This is an optimization exercise on Yosys and OpenROAD, whose aim is small area, a short achievable clock period and few clock cycles per item, not a production implementation.
Only simulation tests tie the RTL to the original design; equivalence was not proved.
Power is estimated from default activity; no workload was simulated.

## uop_core
module uop_core (
    input  logic               clk,
    input  logic               reset,
    input  logic               uop_valid,
    input  logic [31:0]        uop,
    output logic               uop_ready,
    output logic               result_valid,
    output logic [4:0]         result_reg,
    output logic [31:0]        result_value
);
export LEC_CHECK = 0
export CAP_MARGIN = 20
export CORE_MARGIN = 2
export CORE_UTILIZATION = 30
export SETUP_SLACK_MARGIN = 3.0
export SLEW_MARGIN = 20
export SYNTH_HIERARCHICAL = 1
export SYNTH_MINIMUM_KEEP_SIZE = 0
export TNS_END_PERCENT = 5
create_clock -name core_clock -period 5.5 [get_ports {clk}]
run.sh (not shown) runs the stock make flow with config.mk's settings and CLKGATE_MAP_FILE= SYNTH_SCRIPT=/design/flow/synth_recipe.tcl, a recipe that flattens the netlist after the stock synthesis.
Testbench counts at the start, summed over its fixed seeds: cycles 16,473, items 16,000.
Then changed:
--- a/flow/design.v
+++ b/flow/design.v
@@ -186,25 +186,24 @@
     logic        p_add, p_sub, p_and, p_or, p_xor, p_sll, p_srl, p_slt;
     logic [31:0] p_a, p_b;
     logic        p_pa, p_pb;
     logic        q_v, q_wr;
     logic [4:0]  q_t;
     logic        q_add, q_sub, q_and, q_or, q_xor, q_sll, q_srl, q_slt;
     logic [31:0] q_a;
     logic [15:0] q_bh;
     logic [4:0]  q_sh;
     logic [15:0] q_lo;
     logic        q_c;
     logic        w_v, w_wr;
-    logic [31:1] w_we;             
     logic [4:0]  w_t;
     logic [31:0] w_val;
     logic [15:0] x1_lo;
     logic [15:0] x1_sum;             
     logic [15:0] x1_oth;             
     logic [15:0] x2_sum;             
     logic [15:0] x2_oth;             
     logic [15:0] q_a_hi_nx, q_bh_nx;
     logic        x1_c;
     logic [31:0] x2_y;
     logic       take;
     logic [5:0] opc;
@@ -288,46 +287,46 @@
             d_h1b  <= 1'b0;
             d_h2b  <= d_h1b;
             d_h3b  <= d_h2b;
         end
     end
     logic [31:0] r_a, r_b;
     logic [31:0]      regs [1:31];
     logic [31*32-1:0] rf_flat;
     logic [3*32-1:0]  rf_a_p, rf_b_p;
     logic             vld_a, vld_b;
     always_ff @(posedge clk) begin
         for (int i = 1; i < 32; i++) begin
-            if (w_we[i]) begin
+            if (w_wr && w_t == 5'(i)) begin
                 regs[i] <= w_val;
             end
         end
     end
     always_ff @(posedge clk) begin
         for (int i = 1; i < 32; i++) begin
             if (reset) begin
                 vld[i] <= 1'b0;
-            end else if (w_we[i]) begin
+            end else if (w_wr && w_t == 5'(i)) begin
                 vld[i] <= 1'b1;
             end
         end
     end
     always_comb begin
         for (int i = 1; i < 32; i++) begin
             rf_flat[32*i-1 -: 32] = regs[i];
         end
     end
     always_comb begin
         for (int i = 1; i < 32; i++) begin
-            vld_nx[i] = vld[i] || w_we[i];
+            vld_nx[i] = vld[i] || (w_wr && w_t == 5'(i));
         end
     end
     assign vld_nx0 = {vld_nx, 1'b0};
     assign vld_a = d_va;
     assign vld_b = d_vb;
     rf_port rd_a (.sel(d_sa), .regs(rf_flat), .part(rf_a_p));
     rf_port rd_b (.sel(d_sb), .regs(rf_flat), .part(rf_b_p));
     logic f_a1, f_a2, f_a3, f_arf;
     logic f_b1, f_b2, f_b3, f_brf, f_bim;
     assign f_a1  = d_h1a;
     assign f_a2  = d_h2a;
     assign f_a3  = d_h3a;
@@ -456,29 +455,25 @@
     ks_merge16 m_qb (
         .rest(p_pb ? x2_oth : p_b[31:16]), .sum(x2_sum), .en(p_pb && q_add), .y(q_bh_nx)
     );
     assign x2_lo_oth = q_lo
                      | ({16{q_srl}} & x2_srl[15:0])
                      | {15'd0, x2_slt_ne && q_a[31]};
     assign x2_y[15:1] = x2_lo_oth[15:1];
     ks_ao21 m_x2_0 (.g(x2_lo_oth[0]), .p(x2_sum[15]), .gl(x2_slt_eq), .y(x2_y[0]));
     always_ff @(posedge clk) begin
         if (reset) begin
             w_v  <= 1'b0;
             w_wr <= 1'b0;
-            w_we <= '0;
         end else begin
             w_v  <= q_v;
             w_wr <= q_wr;
-            for (int i = 1; i < 32; i++) begin
-                w_we[i] <= q_wr && (q_t == 5'(i));
-            end
         end
     end
     always_ff @(posedge clk) begin
         w_t   <= q_t;
         w_val <= x2_y;
     end
     assign result_valid = w_v;
     assign result_reg   = w_t;
     assign result_value = w_val;
 endmodule
Outcome: Fmax drops by a few percent; core utilization fell by 0.79 points; critical path depth shrinks by 5; cell count fell by a few percent; wire length drops slightly; setup slack is worse by 92 ps; global-route usage is higher by 0.33 points; total power fell by a few percent.
Testbench counts after the change, summed over its fixed seeds: cycles 16,473, items 16,000.

-- static timing again, ports no longer ideal --
The flow's constraints put no driver on any port. The routed layouts listed below were extracted and timed again, unchanged, in two steps. Step 1: set_driving_cell puts a clkbuf_16 on clk and a buf_2 on each other input, an assumption about the parent block. Step 2 adds t to the input delays and takes it off the output delays; t is the mean of the earliest and latest rising clock arrival at the registers after step 1. Input paths then give back, and output paths get back, about the clock's delay inside the block. a / b / c = ideal ports / drivers / drivers and shift; a / b = the first two.
run | shift t [ns] | setup slack, ns | worst setup path after step 2 | pins driven straight from the clock port
the first run | 0.841 | 2.661 / 2.661 / 1.974 | input to register | 1
the second run | 0.858 | 2.569 / 2.569 / 1.964 | input to register | 1
After both steps every run listed still meets setup and hold. The setup slack of the first run, which loses most, moves by 0.000 ns with the drivers and by -0.687 ns with both steps.
